Background: an optimization exercise with open tools, aiming at small area and a short achievable clock period. Do not read the settings as production practice. Where RTL was checked, it was by simulation tests only, not by an equivalence proof against the original. No driver is modelled on the clock port, so clock power and skew are understated where the tree is cut down; a real chip needs a root buffer or a tree. Power is estimated from default activity; no workload was simulated.

==> flow/design.v (excerpt) <==
module controlTop (
  input  logic                       CLK,
  input  logic                       arstN,
  input  logic [32-1:0]    controlWord,
  input  logic [6-1:0]  aluStatus,
  input  logic [16-1:0]    freg,
  input  logic [16-1:0]    greg,
  input  logic [16-1:0]    hreg,
  output logic [16-1:0]    progRomAdd,
  output logic [16-1:0]    ramAdd,
  output logic [16-1:0]    dataRomAdd,
  output logic [16-1:0]    gpuAdd,
  output logic [3-1:0] operand1,
  output logic [3-1:0] operand2,
  output logic [3-1:0] results,
  output ctrlPkg::aluFunc_t          aluOperation,
  output logic [3:0]                 aluParams,
  output ctrlPkg::busSource_t        busState,
  output logic                       aluReadBus,
  output logic                       ramWrite,
  output logic                       gpuWrite,
  output logic [16-1:0]    dout
);
==> module returnStack, before the edit <==
module returnStack (
  input  logic                    CLK,
  input  logic                    arstN,
  input  logic                    execute,
  input  logic                    push,
  input  logic                    pop,
  input  logic [16-1:0] pushValue,
  output logic [16-1:0] top
);
  localparam int Depth = 1 << 8;
  localparam int W = 16;
  logic [Depth*W-1:0] ring;
  logic [Depth*W-1:0] ringNext;
  logic topOdd;
  logic upN;
  logic dnN;
  logic rotUp;
  assign top = topOdd ? ~ring[W +: W] : ring[0 +: W];
  always_comb
  begin
    if (execute)
      rotUp = pop | (!push & topOdd);
    else
      rotUp = !topOdd;
  end
  always_ff @(posedge CLK or negedge arstN)
  begin
    if (!arstN)
    begin
      topOdd <= 1'b0;
      upN <= 1'b0;
      dnN <= 1'b1;
    end
    else
    begin
      if (execute)
        topOdd <= topOdd ^ (push | pop);
      upN <= !rotUp;
      dnN <= rotUp;
    end
  end
  always_comb
  begin
    for (int i = 0; i < Depth; i++)
      ringNext[i*W +: W] = ~((ring[((i + Depth - 1) % Depth)*W +: W] | {W{upN}}) &
                             (ring[((i + 1) % Depth)*W +: W] | {W{dnN}}));
    if (push && topOdd)
      ringNext[1*W +: W] = ~pushValue;
    if (push && !topOdd)
      ringNext[2*W +: W] = pushValue;
  end
  always_ff @(posedge CLK)
    ring <= ringNext;
endmodule
==> module fetchSequencer, before the edit <==
module fetchSequencer (
  input  logic                    CLK,
  input  logic                    arstN,
  input  ctrlPkg::pcAction_t      pcAction,
  input  logic [16-1:0] branchTarget,
  output logic                    execute,
  output logic [16-1:0] progRomAdd
);
  ctrlPkg::fetchState_t             state;
  logic [16-1:0] pc;
  logic [16-1:0] pcPlusOne;
  logic [16-1:0] nextPc;
  logic [16-1:0] stackTop;
  logic                    push;
  logic                    pop;
  always_ff @(posedge CLK or negedge arstN)
  begin
    if (!arstN)
      state <= ctrlPkg::stFetch;
    else if (state == ctrlPkg::stFetch)
      state <= ctrlPkg::stExecute;
    else
      state <= ctrlPkg::stFetch;
  end
  assign execute = (state == ctrlPkg::stExecute);
  assign pcPlusOne = pc + 1'b1;
  assign push = execute && (pcAction == ctrlPkg::pcCall);
  assign pop = execute && (pcAction == ctrlPkg::pcReturn);
  always_comb
  begin
    case (pcAction)
      ctrlPkg::pcJump:   nextPc = branchTarget;
      ctrlPkg::pcCall:   nextPc = branchTarget;
      ctrlPkg::pcReturn: nextPc = stackTop;
      default:  nextPc = pcPlusOne;
    endcase
  end
  always_ff @(posedge CLK or negedge arstN)
  begin
    if (!arstN)
      pc <= '0;
    else if (execute)
      pc <= nextPc;
  end
  assign progRomAdd = pc;
  returnStack retStack (
    .CLK       (CLK),
    .arstN     (arstN),
    .execute   (execute),
    .push      (push),
    .pop       (pop),
    .pushValue (pcPlusOne),
    .top       (stackTop)
  );
endmodule
clock: 5.0 ns
lec_check: 0
cap_margin: 20
core_margin: 2
core_utilization: 40
place_density: 0.6
slew_margin: 20
run.sh (not shown) runs the stock make flow with config.mk's settings and CLKGATE_MAP_FILE= SYNTH_SCRIPT=/design/flow/synth_recipe.tcl, a recipe that flattens the netlist after the stock synthesis.
Next try:
--- a/flow/design.v
+++ b/flow/design.v
@@ -29,62 +29,37 @@
   typedef enum logic {stFetch, stExecute} fetchState_t;
 endpackage
 `timescale 1ns/10ps
 module returnStack (
   input  logic                    CLK,
   input  logic                    arstN,
-  input  logic                    execute,
   input  logic                    push,
   input  logic                    pop,
   input  logic [16-1:0] pushValue,
   output logic [16-1:0] top
 );
   localparam int Depth = 1 << 8;
-  localparam int W = 16;
-  logic [Depth*W-1:0] ring;
-  logic [Depth*W-1:0] ringNext;
-  logic topOdd;
-  logic upN;
-  logic dnN;
-  logic rotUp;
-  assign top = topOdd ? ~ring[W +: W] : ring[0 +: W];
-  always_comb
-  begin
-    if (execute)
-      rotUp = pop | (!push & topOdd);
-    else
-      rotUp = !topOdd;
-  end
+  logic [16-1:0]     entries [Depth];
+  logic [8-1:0] stackPtr;
+  logic [8-1:0] belowPtr;
+  assign belowPtr = stackPtr - 1'b1;
+  assign top = entries[belowPtr];
   always_ff @(posedge CLK or negedge arstN)
   begin
     if (!arstN)
-    begin
-      topOdd <= 1'b0;
-      upN <= 1'b0;
-      dnN <= 1'b1;
-    end
-    else
-    begin
-      if (execute)
-        topOdd <= topOdd ^ (push | pop);
-      upN <= !rotUp;
-      dnN <= rotUp;
-    end
+      stackPtr <= '0;
+    else if (push)
+      stackPtr <= stackPtr + 1'b1;
+    else if (pop)
+      stackPtr <= belowPtr;
   end
-  always_comb
+  always_ff @(posedge CLK)
   begin
-    for (int i = 0; i < Depth; i++)
-      ringNext[i*W +: W] = ~((ring[((i + Depth - 1) % Depth)*W +: W] | {W{upN}}) &
-                             (ring[((i + 1) % Depth)*W +: W] | {W{dnN}}));
-    if (push && topOdd)
-      ringNext[1*W +: W] = ~pushValue;
-    if (push && !topOdd)
-      ringNext[2*W +: W] = pushValue;
+    if (push)
+      entries[stackPtr] <= pushValue;
   end
-  always_ff @(posedge CLK)
-    ring <= ringNext;
 endmodule
 `timescale 1ns/10ps
 module fetchSequencer (
   input  logic                    CLK,
   input  logic                    arstN,
   input  ctrlPkg::pcAction_t      pcAction,
@@ -129,13 +104,12 @@
       pc <= nextPc;
   end
   assign progRomAdd = pc;
   returnStack retStack (
     .CLK       (CLK),
     .arstN     (arstN),
-    .execute   (execute),
     .push      (push),
     .pop       (pop),
     .pushValue (pcPlusOne),
     .top       (stackTop)
   );
 endmodule
First-iteration DRC count goes up by 140%.
Flip-flop and latch count goes up by 5.
Clock power is about the same.
Area after synthesis goes up by 39%.
Routed wire length goes up by 99%.
Worst setup slack gets worse by 1400 ps.
Design area goes up by 41%.
Core utilization goes up by 0.61 points.
Die area goes up by 39%.
Combinational power goes up by 74%.
Hold slack gets better by 210 ps.
Power goes up by 3.3%.
Clock-buffer cell count goes down by 120.

Another version of the RTL of controlTop (not shown whole).
For scale: ~4200 flip-flops, about 200 I/O pins, roughly 0.10 mm² of cells after synthesis.
==> module returnStack, before the edit <==
module returnStack (
  input  logic                    CLK,
  input  logic                    arstN,
  input  logic                    execute,
  input  logic                    push,
  input  logic                    pop,
  input  logic [16-1:0] pushValue,
  output logic [16-1:0] top
);
  localparam int Lanes = 4;
  localparam int LaneBits = 2;      
  localparam int Loops = (1 << 8) / Lanes;
  localparam int W = 16;
  localparam int Taps = 3;
  logic [Lanes*Loops*W-1:0] cells;
  logic [Lanes*Loops*W-1:0] cellsNext;
  logic [LaneBits-1:0] ptrLo;       
  logic [LaneBits-1:0] turn;        
  logic [2*Lanes-1:0]  setPos;      
  logic [2*Lanes-1:0]  setPosNext;
  logic [2*Lanes-1:0]  setPosKeep;
  logic [2*Lanes-1:0]  setPosPush;
  logic [2*Lanes-1:0]  setPosPop;
  logic [Lanes-1:0]    setInv;      
  logic                upN;
  logic                dnN;
  logic                rotUp;
  logic [LaneBits-1:0] setRd;       
  logic [LaneBits-1:0] setWr;       
  logic [LaneBits-1:0] setE;        
  logic [LaneBits-1:0] setF;        
  logic [LaneBits-1:0] laneRd;
  logic [LaneBits-1:0] laneWr;
  logic [1:0]          posRd;
  logic [1:0]          posWr;
  logic [1:0]          posWrMoved;
  logic                upE;         
  logic                upF;         
  logic                upNextE;     
  logic [W-1:0]        wrData;
  logic [Lanes*Taps-1:0] rdSel;
  logic [Lanes*Taps-1:0] wrSel;
  logic                rdInv;
  logic                wrInv;
  function automatic logic [1:0] posOf(input logic [2*Lanes-1:0] p,
                                       input logic [LaneBits-1:0] s);
    posOf = p[2*s +: 2];
  endfunction
  function automatic logic moveUp(input logic [1:0] pos,
                                  input logic [LaneBits-1:0] ptr,
                                  input logic [LaneBits-1:0] s);
    logic [LaneBits-1:0] d;
    d = ptr - s;
    moveUp = (2'(pos) + 2'(d >= LaneBits'(Lanes / 2))) <= 2'd1;
  endfunction
  assign setRd = ptrLo - 1'b1;
  assign setWr = ptrLo;
  assign setE = LaneBits'(Lanes - 1) - turn;
  assign setF = LaneBits'(Lanes - 2) - turn;
  assign laneRd = setRd + turn;
  assign laneWr = setWr + turn;
  assign posRd = posOf(setPos, setRd);
  assign posWr = posOf(setPos, setWr);
  assign upE = !upN;
  assign upF = moveUp(posOf(setPos, setF), ptrLo, setF);
  assign upNextE = moveUp(posOf(setPos, setE), ptrLo, setE);
  assign posWrMoved = upNextE ? posWr + 2'd1 : posWr - 2'd1;
  assign wrData = pushValue ^ {W{wrInv}};
  always_ff @(posedge CLK)
  begin
    for (int j = 0; j < Lanes; j++)
      for (int k = 0; k < Taps; k++)
      begin
        rdSel[j*Taps+k] <= laneRd == LaneBits'(j) && posRd == 2'(k);
        if (j == 0)
          wrSel[j*Taps+k] <= laneWr == LaneBits'(Lanes - 1) && posWrMoved == 2'(k);
        else
          wrSel[j*Taps+k] <= laneWr == LaneBits'(j - 1) && posWr == 2'(k);
      end
    rdInv <= setInv[setRd];
    wrInv <= setInv[setWr] ^ (setWr == setE);
  end
  always_comb
  begin
    top = '0;
    for (int j = 0; j < Lanes; j++)
      for (int k = 0; k < Taps; k++)
        if (rdSel[j*Taps+k])
          top = top | cells[((j*Loops)+k)*W +: W];
    top = top ^ {W{rdInv}};
  end
  assign rotUp = execute ? upF : upNextE;
  always_comb
  begin
    for (int s = 0; s < Lanes; s++)
    begin
      setPosKeep[2*s +: 2] = setPos[2*s +: 2];
      if (LaneBits'(s) == setE)
        setPosKeep[2*s +: 2] = upE ? setPosKeep[2*s +: 2] + 2'd1 : setPosKeep[2*s +: 2] - 2'd1;
      if (LaneBits'(s) == setF)
        setPosKeep[2*s +: 2] = upF ? setPosKeep[2*s +: 2] + 2'd1 : setPosKeep[2*s +: 2] - 2'd1;
      setPosPush[2*s +: 2] = setPosKeep[2*s +: 2];
      setPosPop[2*s +: 2] = setPosKeep[2*s +: 2];
      if (LaneBits'(s) == LaneBits'(ptrLo + 1'b1))
        setPosPush[2*s +: 2] = setPosKeep[2*s +: 2] + 2'd1;
      if (LaneBits'(s) == ptrLo)
        setPosPop[2*s +: 2] = setPosKeep[2*s +: 2] - 2'd1;
    end
    if (push)
      setPosNext = setPosPush;
    else if (pop)
      setPosNext = setPosPop;
    else
      setPosNext = setPosKeep;
  end
  always_ff @(posedge CLK or negedge arstN)
  begin
    if (!arstN)
    begin
      ptrLo <= '0;
      turn <= '0;
      setPos <= '0;
      setInv <= '0;
      upN <= 1'b0;
      dnN <= 1'b1;
    end
    else
    begin
      if (execute)
      begin
        if (push)
          ptrLo <= ptrLo + 1'b1;
        else if (pop)
          ptrLo <= ptrLo - 1'b1;
        turn <= turn + LaneBits'(2);
        setPos <= setPosNext;
        setInv[setE] <= !setInv[setE];
        setInv[setF] <= !setInv[setF];
      end
      upN <= !rotUp;
      dnN <= rotUp;
    end
  end
  always_comb
  begin
    for (int k = 0; k < Loops; k++)
    begin
      cellsNext[k*W +: W] =
        ~((cells[(((Lanes-1)*Loops)+((k + Loops - 1) % Loops))*W +: W] | {W{upN}}) &
          (cells[(((Lanes-1)*Loops)+((k + 1) % Loops))*W +: W] | {W{dnN}}));
      for (int j = 1; j < Lanes; j++)
        cellsNext[((j*Loops)+k)*W +: W] = cells[(((j-1)*Loops)+k)*W +: W];
    end
    if (push)
    begin
      for (int j = 0; j < Lanes; j++)
        for (int k = 0; k < Taps; k++)
          if (wrSel[j*Taps+k])
            cellsNext[((j*Loops)+k)*W +: W] = wrData;
    end
  end
  always_ff @(posedge CLK)
    cells <= cellsNext;
endmodule
Settings: LEC_CHECK=0, CAP_MARGIN=20, CORE_MARGIN=2, CORE_UTILIZATION=65, PLACE_DENSITY=0.7, SETUP_SLACK_MARGIN=2.8, SLEW_MARGIN=20; clock period 5.0 ns.
standard.sh (not shown) runs the stock make flow with config.mk's settings and CLKGATE_MAP_FILE= SYNTH_SCRIPT=/design/flow/synth_recipe.tcl, a recipe that flattens the netlist after the stock synthesis.
==> flow/flow/run.sh <==
#!/bin/bash
# The standard layout (bash standard.sh), with the clock tree built by
# flow/clock_tree.tcl instead of TritonCTS. Each tool's full output is in
# orfs/logs/; this script's own output is in run_flow.log.
set -euo pipefail
here="$(pwd)"
export PRE_CTS_TCL="$here/flow/cts_hook.tcl"
export MIDS_PER_ROOT=8
export LEAF_SINKS=28
bash standard.sh PRE_CTS_TCL="$PRE_CTS_TCL" finish 2>&1 | tee "$here/run_flow.log"
Other scripts of this flow, unchanged in this note and not shown: flow/flow/clock_tree.tcl, flow/flow/cts_hook.tcl
Next try:
--- a/flow/design.v
+++ b/flow/design.v
@@ -40,5 +40,5 @@
 );
   localparam int Lanes = 4;
-  localparam int LaneBits = 2;      
+  localparam int LaneBits = $clog2(Lanes);
   localparam int Loops = (1 << 8) / Lanes;
   localparam int W = 16;
Total power stays the same.
Routed wire length is unchanged.
Register-to-register slack stays flat.
Setup slack stays the same.
Utilization stays the same.
Final area is unchanged.
Worst hold slack does not change.
Die area does not change.
Via count is unchanged.
First-iteration DRC count is unchanged.
Synthesized area stays the same.
Sequential share of layout area does not change.
Critical path depth stays the same.
Flip-flop and latch count does not change.
Only the layout flow was run in the second run of this note; the RTL was not checked for function there. In every run of this note, the design's own scripts or RTL, not TritonCTS, make the clock network.

-- port drivers added, routing unchanged --
How much do the figures lean on ideal ports? The routed layouts below were timed once more, with nothing changed but the port constraints. Step 1, drivers: a clkbuf_16 drives CLK and a buf_2 each remaining input, both assumed. Step 2 also shifts input and output timing later by t, the mid clock arrival at the registers, as if the neighbouring blocks saw the same clock. a / b / c = ideal ports / drivers / drivers and shift; a / b = the first two.
run	t, ns	setup slack, ns	latest minus earliest clock arrival (ns)
the first run of note 1	0.968	1.819 / 1.732 / 0.907	0.072 / 0.072
the second run of note 1	1.041	0.443 / 0.443 / 0.071	0.100 / 0.100
the first run of note 2	0.766	2.467 / 2.446 / 1.828	0.064 / 0.065
the second run of note 2	0.766	2.467 / 2.446 / 1.828	0.064 / 0.065
After both steps setup and hold are still met in every run listed. The setup slack of the first run of note 1, which loses most, moves by -0.087 ns with the drivers and by -0.912 ns with both steps.
